Background: an optimization exercise with open tools, aiming at small area. Do not read the settings as production practice. Only simulation tests tie the RTL to the original design; equivalence was not proved. Power and IR drop assume default switching activity. The flow treats the clock pin as an ideal source, which a real chip does not have.

$ cat design.v
module molecule_scheduler #(
  parameter int  SLICE_W    = 256,
  parameter int  NUM_SLICES = 4,
  parameter int  TIMEOUT    = 1024,
  localparam int IDX_W      = $clog2(NUM_SLICES),
  localparam int TMR_W      = $clog2(TIMEOUT)
) (
  input  logic                          clk,
  input  logic                          reset,
  input  logic [SLICE_W*NUM_SLICES-1:0] global_challenges,
  input  logic                          challenge_valid,
  input  logic [NUM_SLICES-1:0]         slice_mask,
  output logic                          challenge_ready,
  output logic [SLICE_W-1:0]            current_molecule,
  output logic                          molecule_valid,
  input  logic                          molecule_ready,
  input  logic                          analysis_done,
  output logic [IDX_W-1:0]              slice_index,
  output logic                          batch_busy,
  output logic                          batch_done,
  output logic [NUM_SLICES-1:0]         timeout_flags
);
  localparam logic [TMR_W-1:0] TMR_MAX = TMR_W'(TIMEOUT - 1);
  logic                          sel_q, iss_q, wait_q, fin_q;
  logic                          idle;
  logic                          busy_q;    
  logic [SLICE_W*NUM_SLICES-1:0] bundle_q;
  logic [NUM_SLICES-1:0]         pending_q;
  logic [TMR_W-1:0]              timer_q;
  logic [NUM_SLICES-1:0]         low;       
  logic [NUM_SLICES-1:0]         nsel_q;    
  logic [NUM_SLICES-1:0]         cur;       
  logic                          found;
  logic                          timer_end;
  logic                          wait_end;
  assign idle            = ~(sel_q | iss_q | wait_q | fin_q);
  assign challenge_ready = idle;
  assign batch_busy      = ~idle;
  assign molecule_valid  = iss_q;
  assign batch_done      = fin_q;
  assign timer_end = (timer_q == TMR_MAX);
  assign wait_end  = wait_q & (analysis_done | timer_end);
  always_comb begin
    found = 1'b0;
    low   = '0;
    for (int i = 0; i < NUM_SLICES; i++) begin
      if (pending_q[i] && !found) begin
        found  = 1'b1;
        low[i] = 1'b1;
      end
    end
  end
  always_ff @(posedge clk) begin
    nsel_q <= ~low;
  end
  assign cur = ~nsel_q;
  always_comb begin
    slice_index = '0;
    for (int i = 0; i < NUM_SLICES; i++)
      if (cur[i]) slice_index = IDX_W'(i);
  end
  always_comb begin
    current_molecule = '1;
    for (int i = 0; i < NUM_SLICES; i++)
      current_molecule = current_molecule
                       & (bundle_q[i*SLICE_W +: SLICE_W] | {SLICE_W{nsel_q[i]}});
  end
  always_ff @(posedge clk or negedge reset) begin
    if (!reset) begin
      sel_q  <= 1'b0;
      iss_q  <= 1'b0;
      wait_q <= 1'b0;
      fin_q  <= 1'b0;
    end else begin
      sel_q  <= (idle & challenge_valid) | wait_end;
      iss_q  <= (sel_q & found) | (iss_q & ~molecule_ready);
      wait_q <= (iss_q & molecule_ready) | (wait_q & ~wait_end);
      fin_q  <= sel_q & ~found;
    end
  end
  always_ff @(posedge clk or negedge reset) begin
    if (!reset) begin
      busy_q <= 1'b0;
    end else begin
      busy_q <= ~fin_q & ~(idle & ~challenge_valid);
    end
  end
  always_ff @(posedge clk or negedge reset) begin
    if (!reset) begin
      timeout_flags <= '0;
    end else if (idle & challenge_valid) begin
      timeout_flags <= '0;
    end else if (wait_q & ~analysis_done & timer_end) begin
      timeout_flags <= timeout_flags | cur;
    end
  end
  always_ff @(posedge clk) begin
    bundle_q <= (global_challenges & {(SLICE_W*NUM_SLICES){idle}})
              | (bundle_q & {(SLICE_W*NUM_SLICES){busy_q}});
  end
  always_ff @(posedge clk) begin
    if (idle) pending_q <= slice_mask;
    else if (wait_end) pending_q <= pending_q & nsel_q;
  end
  always_ff @(posedge clk) begin
    timer_q <= wait_q ? timer_q + 1'b1 : '0;
  end
endmodule
$ cat flow/run.sh
#!/bin/bash
set -euo pipefail
bash standard.sh \
  "BUFFER_PORTS_ARGS=-buffer_cell sky130_fd_sc_hd__buf_1" \
  "PLACE_PINS_ARGS=-min_distance 1 -min_distance_in_tracks -corner_avoidance 6" \
  "CTS_ARGS=-sink_clustering_enable -repair_clock_nets -sink_clustering_size 25 -sink_clustering_max_diameter 80 -dont_use_dummy_load" \
  finish > make_finish.log 2>&1
$ cat standard.sh
#!/bin/bash
# synth_recipe.tcl (not shown) runs the flow's synth.tcl, then flattens the netlist and writes it again
# the make line also repeats each setting of config.mk as NAME=value (left out here)
make -C /OpenROAD-flow-scripts/flow DESIGN_CONFIG=/design/flow/config.mk WORK_HOME=/design/flow/orfs CLKGATE_MAP_FILE= SYNTH_SCRIPT=/design/flow/synth_recipe.tcl "${@:-finish}"
$ cat config.mk
export PLATFORM = sky130hd
export DESIGN_NAME = molecule_scheduler
export DESIGN_NICKNAME = molecule_scheduler
export VERILOG_FILES = /design/flow/design.v
export SDC_FILE = /design/flow/constraint.sdc
export NUM_CORES = 4
export LEC_CHECK = 0
export CAP_MARGIN = 20
export CORE_AREA = 4 4 250 250
export DIE_AREA = 0 0 254 254
export PLACE_DENSITY = 0.75
export SLEW_MARGIN = 20
$ cat constraint.sdc
create_clock -name core_clock -period 5.0 [get_ports {clk}]
set_input_delay 1.0000 -clock core_clock [delete_from_list [all_inputs] [get_ports {clk}]]
set_output_delay 1.0000 -clock core_clock [all_outputs]
set_load 0.01 [all_outputs]
==> flow_summary.rst, run 1 <==
.. list-table::
   :header-rows: 1

   * - Metric
     - Value
   * - Drt first pass iters
     - 9
   * - Net Sw Frac
     - 0.398
   * - Cell count after synthesis
     - 3266
   * - Final total negative setup slack
     - 0 ns
   * - Initial standard-cell utilization of the core
     - 0.617
   * - Highest clock frequency the design can meet
     - ~260 MHz
   * - Buffers inserted during post-CTS setup optimization
     - 0
   * - Worst Max-Slew Pin Slew
     - 1.10 ns
   * - Clock transition at the register clock pins on the worst setup and hold paths after CTS
     - 0.10 ns
   * - Register Area
     - roughly 0.021 mm^2
   * - Final hold violation count
     - 0
   * - Max-slew headroom at the worst pin
     - 0.267
   * - Number of maximum-capacitance violations
     - 0
   * - Delay of the slowest critical-path stage
     - 0.99 ns
   * - Element type at the critical path end
     - output pin
   * - Part of the total power dissipated in sequential elements
     - 0.434
   * - Number of buffers added by the clock tree synthesis step
     - 48
   * - Maximum fanout along the worst path
     - 63
   * - Number of gates resized after CTS
     - 0
   * - Syn Nets
     - 4300
   * - Pin count of the biggest net entering global routing
     - 232
   * - Footprint of the multi-input gates
     - roughly 0.014 mm^2
   * - Switching power
     - 14.7 mW
   * - Final #Nets
     - 5332
   * - Outcome
     - no timing/DRC/antenna violations
   * - Leakage power figure
     - 16.2 nW
   * - Post-CTS Hold Fix Bufs
     - 0
   * - Buffers from clock root to sink, at most
     - 3
   * - Clock latency on the worst-skew pair
     - 0.63 ns
   * - Setup-failing EPs final
     - 0
   * - Proportion of layout cells with a drive suffix above 1
     - 0.0198
   * - Via density per instance
     - 6.52
   * - CTS tree
     - done
   * - Vias in the first global route
     - 30800
   * - Global-route wire length before repair
     - 203000 um
   * - Routability Congestion
     - 1.06
   * - Flip-flop and latch count after synthesis
     - 1051
   * - Critical path required time
     - 4.00 ns
   * - Total of fill cells in the finished design
     - ~4800
   * - Number of H-tree levels
     - 2
   * - Die Width
     - 254 um
   * - Share of the yosys chip area belonging to registers
     - 0.576
   * - Die height
     - ~250 um
   * - Core outline area
     - between 0.05 and 0.06 mm^2
   * - Comb power frac
     - 0.450
   * - Min-Delay Path Class
     - input port to asynchronous set/reset pin
   * - Clock root buffer
     - sky130_fd_sc_hd__clkbuf_16
   * - Minimum period implied by the final worst setup slack
     - 3.90 ns
   * - Final worst clock skew
     - 0.0370 ns
   * - Antenna violations before repair
     - about 180
   * - Worst EP arrival
     - 2.90 ns
   * - # rows
     - 89
   * - Cells along the critical path
     - buf_4 > o22ai_1 > nor2_1 > buf_1
   * - Internal power of the cells
     - 22.3 mW
   * - Number of distinct standard cells referenced by the synthesized netlist
     - 35
   * - Average footprint of a synthesized cell
     - 11.2 um^2
   * - Residual overflow from global routing
     - 0
   * - Warning count from the yosys run
     - 1
   * - Clock network fraction of total power
     - 0.116
   * - Number of sinks on the clock net
     - 1051
   * - Area growth, synth to finish
     - 16.1%
   * - Starting DRT DRC Count
     - ~4600
   * - Unrepaired setup endpoints after global routing
     - no
   * - Full die area
     - 0.0645 mm^2
   * - Period utilisation layout
     - 0.780
   * - Startpoint Class
     - flop
   * - Tot GR Track Use
     - 0.418
   * - Max-slew violation count
     - 0
   * - Via total after detailed routing
     - ~34000
   * - ANT nets after route
     - 0
   * - DR WL/cell
     - 27.7 um
   * - Routed WL
     - 145000 um
   * - Detailed placer's ending HPWL
     - 101000 um
   * - Total DRC errors in the routed layout
     - 0
   * - Input/output buffers
     - 1298
   * - Worst vdd rail ir drop
     - 0.648 mV
   * - Library cell contributing the largest single delay on the critical path
     - sky130_fd_sc_hd__dfxtp_4
   * - Count of boundary I/O pins
     - about 1300
   * - Hold WS
     - 0.308 ns
   * - Cell Pwr Density
     - 869 mW/mm^2
   * - Synthesized cell area
     - around 0.037 mm^2
   * - Worst setup path category
     - flop to output pin
## synthesized netlist by cell type (all sizes together)
library cell     n  area [um^2]
a21o             1         7.51
a21oi            5         25.0
a22o          1025         8980
a31oi            1         6.26
and2             2         12.5
and4             2         17.5
buf            131         1200
clkbuf         215          807
clkinv           1         5.00
dfrtp            9          225
dfxtp         1038        20800
edfxtp           4          120
ha               1         12.5
inv              6         22.5
nand2           14         55.1
nand3            8         40.0
nand3b           1         7.51
nand4            3         18.8
nor2           263          987
nor2b            1         6.26
nor4             1         6.26
o21ai            6         30.0
o22ai          513         3210
o2bb2ai          4         35.0
o31ai            2         15.0
or3              3         18.8
or4              3         22.5
xnor2            1         8.76
xor2             2         17.5
## flip-flops by register name, summed over array words and instances (netlist names)
| register | flops |
|---|---|
| bundle_q | 1024 |
| timer_q | 10 |
| iss_q | 1 |
| wait_q | 1 |
| timeout_flags | 4 |
| busy_q | 1 |
| pending_q | 4 |
| fin_q | 1 |
| nsel_q | 4 |
| sel_q | 1 |
## cell usage in the layout, fill, tap and decap left out, types with 4 or more instances in the layout
master and instances:
sky130_fd_sc_hd__dfxtp_1 1034, sky130_fd_sc_hd__buf_4 11, sky130_fd_sc_hd__diode_2 154, sky130_fd_sc_hd__a21oi_1 5, sky130_fd_sc_hd__nand3_1 8, sky130_fd_sc_hd__o21ai_0 6
sky130_fd_sc_hd__buf_1 1298, sky130_fd_sc_hd__o22ai_1 513, sky130_fd_sc_hd__o2bb2ai_1 4, sky130_fd_sc_hd__edfxtp_1 4, sky130_fd_sc_hd__clkbuf_16 48, sky130_fd_sc_hd__nand2_1 13
sky130_fd_sc_hd__dfxtp_4 4, sky130_fd_sc_hd__dfrtp_1 8, sky130_fd_sc_hd__nor2_1 263, sky130_fd_sc_hd__a22o_1 1025, sky130_fd_sc_hd__inv_1 6, sky130_fd_sc_hd__buf_12 19
## area by class of cell
type / instances / area share
Antenna cell: 154 / 0.00904
Clock buffer: 48 / 0.0282
Sequential cell: 1051 / 0.496
Timing Repair Buffer: 1328 / 0.125
Multi-Input combinational cell: 1862 / 0.318
Inverter: 7 / 0.000998
Tap cell: 773 / 0.0227
## final timing paths
kind                                              end  depth (start not counted)        from  slack (ns)
worst max-delay path            current_molecule[130]                          4   nsel_q[1]        1.10
worst min-delay path                 timeout_flags[1]                          1       reset        0.31
worst max register to register          bundle_q[805]                          4       fin_q        2.15
worst min register to register             timer_q[0]                          1  timer_q[0]        0.45
max in group asynchronous                      busy_q                          1       reset        4.30
min in group core_clock                    timer_q[0]                          1  timer_q[0]        0.45
## metal layers
layer  share of wire  up-vias  GRT usage
met1            0.35    15900      0.485
met2            0.41     2368      0.555
li1                -    15000          -
met5          0.0042        -     0.0271
met3            0.15      697      0.245
met4           0.085       90      0.325
## logic make-up (layout without fill, tap and decap cells)
kind of cell,Yosys count,after routing,synth area share
simple gates,301,301,0.0325
other cells,0,154,0
flops,1051,1051,0.576
fa+ha+maj,1,1,0.000341
compound gates,1557,1557,0.335
xor+xnor,3,3,0.000716
buf+inv,353,1383,0.0554
## power by group through the flow
| stage | combinational, mW | sequential [mW] | clock, mW |
|---|---|---|---|
| after floorplan | 12.7 | 15.0 | 0 |
| final | 16.7 | 16.1 | 4.29 |
| after global placement | 15.8 | 16.1 | 0 |
| after global routing | 17.8 | 16.5 | 4.59 |
| after detailed placement | 16.1 | 16.1 | 0 |
| after CTS | 16.2 | 16.0 | 4.29 |
## through the flow
stage	instances	setup WS [ns]	area, um^2	util	total power, mW
after CTS	5069	1.18	42200	0.710	36.4
after global placement	5021	1.87	41000	0.690	31.9
after detailed placement	5021	1.83	41000	0.690	32.2
after floorplan	3266	2.46	36700	-	27.7
final	5223	1.10	42600	0.717	37.0
after global routing	5166	1.08	42500	0.714	38.9
## critical path: cells and delay by family (launching register included)
family	cells	cell delay, ns
buf+inv	2	0.78
simple gates	1	0.29
flops	1	0.99
compound gates	1	0.19
==> run 2: changes to the inputs <==
==> flow/run.sh (replaced) <==
#!/bin/bash
set -euo pipefail
bash standard.sh \
  "BUFFER_PORTS_ARGS=-buffer_cell sky130_fd_sc_hd__buf_1" \
  "PLACE_PINS_ARGS=-min_distance 1 -min_distance_in_tracks -corner_avoidance 6" \
  "CTS_ARGS=-sink_clustering_enable -repair_clock_nets -sink_clustering_size 30 -sink_clustering_max_diameter 100 -dont_use_dummy_load" \
  finish > make_finish.log 2>&1
==> flow_summary.rst, run 2 <==
.. list-table::
   :header-rows: 1

   * - Metric
     - Value
   * - Outcome
     - no timing/DRC/antenna violations
   * - Full die area
     - 0.0645 mm^2 (unchanged)
   * - Xor/xnor cell area share of the yosys netlist
     - 0.000716 (unchanged)
   * - Initial standard-cell utilization of the core
     - 0.617 (unchanged)
   * - Cell Pwr Density
     - 866 mW/mm^2 (-0.43%)
   * - Minimum period implied by the final worst setup slack
     - 3.90 ns (+0.00221 ns)
   * - Worst Max-Slew Pin Slew
     - 1.20 ns (+0.0988 ns)
   * - Proportion of layout cells with a drive suffix above 1
     - 0.0182 (-0.00160)
   * - Number of gates resized after CTS
     - 0 (unchanged)
   * - Max-slew violation count
     - 0 (unchanged)
   * - Global-route wire length before repair
     - 202000 um (-0.49%)
   * - ANT nets after route
     - 0 (unchanged)
   * - Hold WS
     - 0.302 ns (-0.00596 ns)
   * - Final total negative setup slack
     - 0 ns (unchanged)
   * - Worst setup path category
     - flop to output pin
   * - Comb power frac
     - 0.454 (+0.004)
   * - Worst EP arrival
     - 2.90 ns (about the same)
   * - Post-CTS Hold Fix Bufs
     - 0 (unchanged)
   * - Element type at the critical path end
     - output pin
   * - DR WL/cell
     - 27.6 um (-0.45%)
   * - Synthesized cell area
     - 0.0367 mm^2 (unchanged)
   * - Simple-Gate Fraction of Synth Area
     - 0.0325 (unchanged)
   * - Period utilisation layout
     - 0.780 (about the same)
   * - Final worst clock skew
     - 0.0736 ns (+0.0366 ns)
   * - Residual overflow from global routing
     - 0 (unchanged)
   * - Leading register cell type out of synthesis
     - sky130_fd_sc_hd__dfxtp_1
   * - # rows
     - 89 (unchanged)
   * - Via total after detailed routing
     - 33800 (-0.81%)
   * - Starting DRT DRC Count
     - 4422 (-4.8%)
   * - Tot GR Track Use
     - 0.416 (-0.00189)
   * - Flip-flop and latch count after synthesis
     - 1051 (unchanged)
   * - Setup slack on the worst flop-to-flop path
     - 2.09 ns (-0.06 ns)
   * - Commonest cells in the synthesized netlist
     - 1038 x sky130_fd_sc_hd__dfxtp_1, 1025 x sky130_fd_sc_hd__a22o_1, 513 x sky130_fd_sc_hd__o22ai_1
   * - Worst vdd rail ir drop
     - 0.748 mV (+15%)
   * - Largest family of logic cells by synthesized area
     - compound AO/OA/AOI/OAI gates
   * - Syn Nets
     - 4300 (unchanged)
   * - Antenna violations before repair
     - 176 (unchanged)
   * - Dominant cells by area after synthesis
     - sky130_fd_sc_hd__dfxtp_1 57%, sky130_fd_sc_hd__a22o_1 24%, sky130_fd_sc_hd__o22ai_1 8.7%
   * - Multiplexer fraction of the synthesized cell area
     - 0 (unchanged)
   * - Maximum fanout along the worst path
     - 63 (unchanged)
   * - Synthesized-area fraction occupied by ao, oa, aoi and oai cells
     - 0.335 (unchanged)
   * - Final hold violation count
     - 0 (unchanged)
   * - Setup-failing EPs final
     - 0 (unchanged)
   * - Warning count from the yosys run
     - 1 (unchanged)
   * - Number of buffers added by the clock tree synthesis step
     - 41 (-15%)
   * - Cell family with the largest share of critical-path delay
     - flip-flops
   * - Max FFs per register
     - 1024 (unchanged)
   * - Top-count cell post-synth
     - sky130_fd_sc_hd__dfxtp_1
   * - Core outline area
     - 0.0595 mm^2 (unchanged)
   * - Cells along the critical path
     - buf_4 > o22ai_1 > nor2_1 > buf_1
   * - Delay of the slowest critical-path stage
     - 0.99 ns (about the same)
   * - Routed WL
     - 144000 um (-0.60%)
   * - Detailed placer's ending HPWL
     - 101000 um (unchanged)
   * - Registers with the most flip-flops
     - bundle_q x1024, timer_q x10
   * - Fraction of the mapped netlist area in adder cells
     - 0.000341 (unchanged)
   * - Async S/R FF share, synth
     - 0.00856 (unchanged)
   * - Cell count after synthesis
     - 3266 (unchanged)
   * - R2r startpoint
     - fin_q
   * - Number of sinks on the clock net
     - 1051 (unchanged)
   * - Area share of the largest cell type after synthesis
     - 0.566 (unchanged)
   * - Unrepaired setup endpoints after global routing
     - no
   * - Number of maximum-capacitance violations
     - 0 (unchanged)
   * - Buffers inserted during post-CTS setup optimization
     - 0 (unchanged)
   * - Highest clock frequency the design can meet
     - 256 MHz (about the same)
   * - Number of distinct standard cells referenced by the synthesized netlist
     - 35 (unchanged)
   * - Clock latency on the worst-skew pair
     - 0.61 ns (-0.02 ns)
   * - Die height
     - 254 um (unchanged)
   * - Critical path required time
     - 4.00 ns (about the same)
   * - Switching power
     - 14.7 mW (-0.47%)
   * - Number of H-tree levels
     - 2 (unchanged)
   * - Buffers from clock root to sink, at most
     - 3 (unchanged)
   * - Part of the total power dissipated in sequential elements
     - 0.437 (+0.003)
   * - Commonest cells after routing, fill and taps aside
     - 1298 x sky130_fd_sc_hd__buf_1, 1034 x sky130_fd_sc_hd__dfxtp_1, 1025 x sky130_fd_sc_hd__a22o_1
   * - Most common cell after layout, fill and taps aside
     - sky130_fd_sc_hd__buf_1
   * - Library cell contributing the largest single delay on the critical path
     - sky130_fd_sc_hd__dfxtp_4
   * - Clock transition at the register clock pins on the worst setup and hold paths after CTS
     - 0.11 ns (about the same)
   * - Reg2reg path depth
     - 4 (unchanged)
   * - Leakage power figure
     - 16.1 nW (-0.53%)
   * - Routability Congestion
     - 1.06 (unchanged)
   * - CTS tree
     - done
   * - Count of boundary I/O pins
     - 1299 (unchanged)
   * - Register containing the most flip-flops in the final layout
     - bundle_q
   * - Pin count of the biggest net entering global routing
     - 232 (unchanged)
   * - Drt first pass iters
     - 6 (-3)
   * - Clock root buffer
     - sky130_fd_sc_hd__clkbuf_16
   * - Min-Delay Path Class
     - input port to asynchronous set/reset pin
   * - Critical register-to-register path endpoint
     - bundle_q[100]
   * - Die Width
     - 254 um (unchanged)
   * - Max-slew headroom at the worst pin
     - 0.201 (-0.0658)
   * - Area growth, synth to finish
     - 15.6%
   * - Input/output buffers
     - 1298 (unchanged)
   * - Total DRC errors in the routed layout
     - 0 (unchanged)
   * - Net Sw Frac
     - 0.399 (+0.00148)
   * - Clock network fraction of total power
     - 0.109 (-0.007)
   * - Vias in the first global route
     - 30600 (-0.63%)
   * - Internal power of the cells
     - 22.1 mW (-1.1%)
   * - Worst path buffer plus inverter count
     - 2 (unchanged)
   * - Final #Nets
     - 5325 (-0.13%)
   * - Share of the yosys chip area belonging to registers
     - 0.576 (unchanged)
   * - Startpoint Class
     - flop
   * - Average footprint of a synthesized cell
     - 11.2 um^2 (unchanged)
   * - Cell taking the most area after synthesis
     - sky130_fd_sc_hd__dfxtp_1
   * - Number of enable flip-flop cells after synthesis
     - 4 (unchanged)
   * - Via density per instance
     - 6.47 (-0.66%)
[run 2: cell types whose count changed in the layout (fill, tap and decap cells not counted)]
| cell | before | now |
|---|---|---|
| sky130_fd_sc_hd__clkbuf_16 | 48 | 41 |
| sky130_fd_sc_hd__diode_2 | 154 | 153 |
[run 2: cells by family (layout without fill, tap and decap cells)]
family | after synthesis | after routing
AOI/OAI and AO/OA | 1557 | 1557
xor gates and xnor gates | 3 | 3
adders and majority gates | 1 | 1
other | 0 | 153
and+or+nand+nor | 301 | 301
buffers and inverters | 353 | 1376
DFF | 1051 | 1051
[run 2: how the worst max path moves through the flow]
stage / start / end / slack, ns / cells after the start
floorplan: fin_q / challenge_ready / 2.46 / 5
global placement: nsel_q[1] / current_molecule[130] / 1.87 / 4
detailed placement: nsel_q[1] / current_molecule[130] / 1.83 / 4
CTS: nsel_q[1] / current_molecule[130] / 1.16 / 4
global route: nsel_q[1] / current_molecule[130] / 1.07 / 4
finish: nsel_q[1] / current_molecule[130] / 1.10 / 4
[run 2: power groups by stage]
stage	sequential (mW)	combinational, mW	clock (mW)
finish	16.1	16.7	4.00
global route	16.5	17.8	4.30
CTS	16.0	16.2	4.00
detailed placement	16.1	16.1	0
global placement	16.1	15.8	0
floorplan	15.0	12.7	0
[run 2: cell type report]
| type | instances | area [um^2] |
|---|---|---|
| repair buffers | 1328 | 5340 |
| well taps | 773 | 967 |
| diodes | 153 | 383 |
| clock buffers | 41 | 1030 |
| flip-flops and latches | 1051 | 21100 |
| fillers | 4778 | 17000 |
| multi-input cells | 1862 | 13500 |
| inverters | 7 | 42.5 |
[run 2: per-layer routing]
metal | share of wire | track usage | wire, um
met1 | 0.35 | 0.487 | 50900
met4 | 0.086 | 0.318 | 12300
met2 | 0.41 | 0.557 | 58600
met5 | 0.0043 | 0.0128 | 612
met3 | 0.15 | 0.238 | 21500
[run 2: stage by stage]
step / cell area, um^2 / cells / worst slack, ns / power, mW / util
2_1_floorplan: 36700 / 3266 / 2.46 / 27.7 / -
6_report: 42400 / 5215 / 1.10 / 36.7 / 0.714
3_3_place_gp: 41000 / 5021 / 1.87 / 31.9 / 0.690
4_1_cts: 42100 / 5062 / 1.16 / 36.1 / 0.707
5_1_grt: 42300 / 5161 / 1.07 / 38.6 / 0.711
3_5_place_dp: 41000 / 5021 / 1.83 / 32.2 / 0.690
==> run 3: changes to the inputs <==
--- a/config.mk
+++ b/config.mk
@@ -6,7 +6,7 @@
 export NUM_CORES = 4
 export LEC_CHECK = 0
 export CAP_MARGIN = 20
-export CORE_AREA = 4 4 250 250
-export DIE_AREA = 0 0 254 254
-export PLACE_DENSITY = 0.75
+export CORE_AREA = 4 4 258 258
+export DIE_AREA = 0 0 262 262
+export PLACE_DENSITY = 0.72
 export SLEW_MARGIN = 20
==> flow_summary.rst, run 3 <==
.. list-table::
   :header-rows: 1

   * - Metric
     - Value
   * - Starting DRT DRC Count
     - 3589 (-19%)
   * - Number of maximum-capacitance violations
     - 0 (unchanged)
   * - Minimum period implied by the final worst setup slack
     - 3.77 ns (-0.130 ns)
   * - Via total after detailed routing
     - 33400 (-1.1%)
   * - Hold WS
     - 0.319 ns (+0.0164 ns)
   * - Final hold violation count
     - 0 (unchanged)
   * - Share of the yosys chip area belonging to registers
     - 0.576 (unchanged)
   * - Number of enable flip-flop cells after synthesis
     - 4 (unchanged)
   * - Worst vdd rail ir drop
     - 0.694 mV (-7.3%)
   * - Clock root buffer
     - sky130_fd_sc_hd__clkbuf_16
   * - Registers with the most flip-flops
     - bundle_q x1024, timer_q x10
   * - Maximum fanout along the worst path
     - 72 (+14%)
   * - Setup-failing EPs final
     - 0 (unchanged)
   * - Buffers from clock root to sink, at most
     - 3 (unchanged)
   * - Tot GR Track Use
     - 0.387 (-0.0295)
   * - Antenna violations before repair
     - 186 (+5.7%)
   * - Max-slew headroom at the worst pin
     - 0.312 (+0.110)
   * - Post-CTS Hold Fix Bufs
     - 0 (unchanged)
   * - Routed WL
     - 144000 um (about the same)
   * - Cell count after synthesis
     - 3266 (unchanged)
   * - Via density per instance
     - 6.30 (-2.6%)
   * - Number of buffers added by the clock tree synthesis step
     - 41 (unchanged)
   * - Min-Delay Path Class
     - input port to asynchronous set/reset pin
   * - Final worst clock skew
     - 0.0764 ns (+0.00274 ns)
   * - Utilization of the core after routing
     - 0.672 (-0.0420)
   * - Synthesized cell area
     - 0.0367 mm^2 (unchanged)
   * - Internal power of the cells
     - 22.1 mW (+0.11%)
   * - Cell taking the most area after synthesis
     - sky130_fd_sc_hd__dfxtp_1
   * - Number of gates resized after CTS
     - 0 (unchanged)
   * - Post-DP Area
     - 0.0412 mm^2 (+0.39%)
   * - Initial standard-cell utilization of the core
     - 0.579 (-0.0385)
   * - Element type at the critical path end
     - output pin
   * - DR WL/cell
     - 27.2 um (-1.6%)
   * - Worst setup path category
     - flop to output pin
   * - Clock latency on the worst-skew pair
     - 0.61 ns (about the same)
   * - Part of the total power dissipated in sequential elements
     - 0.437 (about the same)
   * - Average footprint of a synthesized cell
     - 11.2 um^2 (unchanged)
   * - Leakage power figure
     - 16.1 nW (+0.24%)
   * - Syn Nets
     - 4300 (unchanged)
   * - Highest clock frequency the design can meet
     - 265 MHz (+3.4%)
   * - Commonest cells in the synthesized netlist
     - 1038 x sky130_fd_sc_hd__dfxtp_1, 1025 x sky130_fd_sc_hd__a22o_1, 513 x sky130_fd_sc_hd__o22ai_1
   * - Warning count from the yosys run
     - 1 (unchanged)
   * - Async S/R FF share, synth
     - 0.00856 (unchanged)
   * - Switching power
     - 14.7 mW (about the same)
   * - Number of H-tree levels
     - 2 (unchanged)
   * - Number of sinks on the clock net
     - 1051 (unchanged)
   * - Area growth, synth to finish
     - 16.1%
   * - ANT nets after route
     - 0 (unchanged)
   * - Register containing the most flip-flops in the final layout
     - bundle_q
   * - Die height
     - 262 um (+3.1%)
   * - Die Width
     - 262 um (+3.1%)
   * - Worst Max-Slew Pin Slew
     - 1.03 ns (-0.165 ns)
   * - Drt first pass iters
     - 6 (unchanged)
   * - Flip-flop and latch count after synthesis
     - 1051 (unchanged)
   * - Comb power frac
     - 0.454 (about the same)
   * - Fin area
     - 0.0426 mm^2 (+0.39%)
   * - Commonest cells after routing, fill and taps aside
     - 1298 x sky130_fd_sc_hd__buf_1, 1034 x sky130_fd_sc_hd__dfxtp_1, 1025 x sky130_fd_sc_hd__a22o_1
   * - Full die area
     - 0.0686 mm^2 (+6.4%)
   * - Vias in the first global route
     - 30300 (-0.90%)
   * - Clock transition at the register clock pins on the worst setup and hold paths after CTS
     - 0.11 ns (about the same)
   * - CTS tree
     - done
   * - Core outline area
     - 0.0634 mm^2 (+6.7%)
   * - # rows
     - 92 (+3.4%)
   * - Cell Pwr Density
     - 863 mW/mm^2 (-0.34%)
   * - Final #Nets
     - 5331 (+0.11%)
   * - Top-count cell post-synth
     - sky130_fd_sc_hd__dfxtp_1
   * - Max-slew violation count
     - 0 (unchanged)
   * - Net Sw Frac
     - 0.399 (about the same)
   * - Global-route wire length before repair
     - 199000 um (-1.5%)
   * - Proportion of layout cells with a drive suffix above 1
     - 0.0196 (+0.00137)
   * - Critical path required time
     - 4.00 ns (about the same)
   * - Dominant cells by area after synthesis
     - sky130_fd_sc_hd__dfxtp_1 57%, sky130_fd_sc_hd__a22o_1 24%, sky130_fd_sc_hd__o22ai_1 8.7%
   * - Buffers inserted during post-CTS setup optimization
     - 0 (unchanged)
   * - Worst EP arrival
     - 2.77 ns (-0.13 ns)
   * - Input/output buffers
     - 1298 (unchanged)
   * - Pin count of the biggest net entering global routing
     - 205 (-12%)
   * - Residual overflow from global routing
     - 0 (unchanged)
   * - Total of fill cells in the finished design
     - 5372 (+12%)
   * - Most common cell after layout, fill and taps aside
     - sky130_fd_sc_hd__buf_1
   * - Leading register cell type out of synthesis
     - sky130_fd_sc_hd__dfxtp_1
   * - Startpoint Class
     - flop
   * - Count of boundary I/O pins
     - 1299 (unchanged)
   * - Period utilisation layout
     - 0.754 (-0.0260)
   * - Tot Pwr
     - 36.7 mW (about the same)
   * - Outcome
     - no timing/DRC/antenna violations
   * - Max FFs per register
     - 1024 (unchanged)
   * - Number of distinct standard cells referenced by the synthesized netlist
     - 35 (unchanged)
   * - Detailed placer's ending HPWL
     - 101000 um (+0.17%)
   * - Clock network fraction of total power
     - 0.109 (about the same)
   * - Routability Congestion
     - 1.01 (-4.7%)
   * - Area share of the largest cell type after synthesis
     - 0.566 (unchanged)
   * - Total DRC errors in the routed layout
     - 0 (unchanged)
   * - Final total negative setup slack
     - 0 ns (unchanged)
   * - Unrepaired setup endpoints after global routing
     - no
==> run 3: cell types whose count changed in the layout (fill, tap and decap cells not counted), sizes merged <==
cell and change:
buf +6, diode +1
==> run 3: power groups by stage <==
stage	registers, mW	logic [mW]	clock network (mW)
after floorplan	15.0	12.7	0
after global placement	16.1	16.0	0
after detailed placement	16.1	16.3	0
after CTS	16.0	16.3	4.05
after global routing	16.5	17.9	4.32
final	16.1	16.7	4.02
==> run 3: cells by family after synthesis <==
group	count (synthesis)	share of synthesized area
DFF	1051	0.576
adders and majority gates	1	0.000341
and+or+nand+nor	301	0.0325
buffers and inverters	353	0.0554
AOI/OAI and AO/OA	1557	0.335
xor gates and xnor gates	3	0.000716
==> run 3: metal layers <==
metal / up-vias / track usage / part of all wire
met2: 2124 / 0.519 / 0.41
met1: 15600 / 0.442 / 0.36
met3: 609 / 0.225 / 0.14
met5: - / 0.00783 / 0.0046
met4: 100 / 0.313 / 0.087
li1: 15000 / - / -
==> run 3: worst paths after layout <==
path	startpoint	to	slack [ns]	cells past startpoint
worst max-delay path	nsel_q[1]	current_molecule[136]	1.23	4
worst min-delay path	reset	iss_q	0.32	1
worst max register to register	fin_q	bundle_q[363]	2.07	4
worst min register to register	timer_q[0]	timer_q[0]	0.46	1
max in group asynchronous	reset	busy_q	4.29	1
min in group core_clock	timer_q[0]	timer_q[0]	0.46	1
==> run 3: per-stage QoR <==
stage	instances	setup WS, ns
final	5295	1.23
after global routing	5250	1.19
after CTS	5141	1.29
after detailed placement	5100	1.97
after global placement	5100	1.98
after floorplan	3266	2.46
==> run 3: area by class of cell <==
cell class,instances,area (um^2),share of cell area
diodes,154,385,0.00905
clock buffers,41,1030,0.0241
flip-flops and latches,1051,21100,0.496
repair buffers,1334,5410,0.127
well taps,846,1060,0.0248
inverters,7,42.5,0.000999
multi-input cells,1862,13500,0.318
==> run 3: critical path, stage by stage, from the launching register on <==
cell                      delay, ns
sky130_fd_sc_hd__dfxtp_4       0.94
sky130_fd_sc_hd__buf_12        0.40
sky130_fd_sc_hd__o22ai_1       0.18
sky130_fd_sc_hd__nor2_1        0.12
sky130_fd_sc_hd__buf_1         0.41

## what the ideal ports hide
How much do the figures lean on ideal ports? The routed layouts below were timed once more, with nothing changed but the port constraints. Step 1, drivers: a clkbuf_16 drives clk and a buf_2 each remaining input, both assumed. Step 2 times the ports against the registers' clock, not the clock port: input delays grow and output delays shrink by t, the midpoint of the rising clock arrivals with the driver on. a / b / c = ideal ports / drivers / drivers and shift; a / b = the first two.
| run | t, ns | slack for setup (ns) | pins driven straight from the clock port |
|---|---|---|---|
| run 1 | 0.673 | 1.100 / 1.036 / 1.709 | 1 |
| run 2 | 0.647 | 1.098 / 1.031 / 1.678 | 1 |
| run 3 | 0.647 | 1.228 / 1.159 / 1.806 | 1 |
After both steps setup and hold are still met in every run listed.
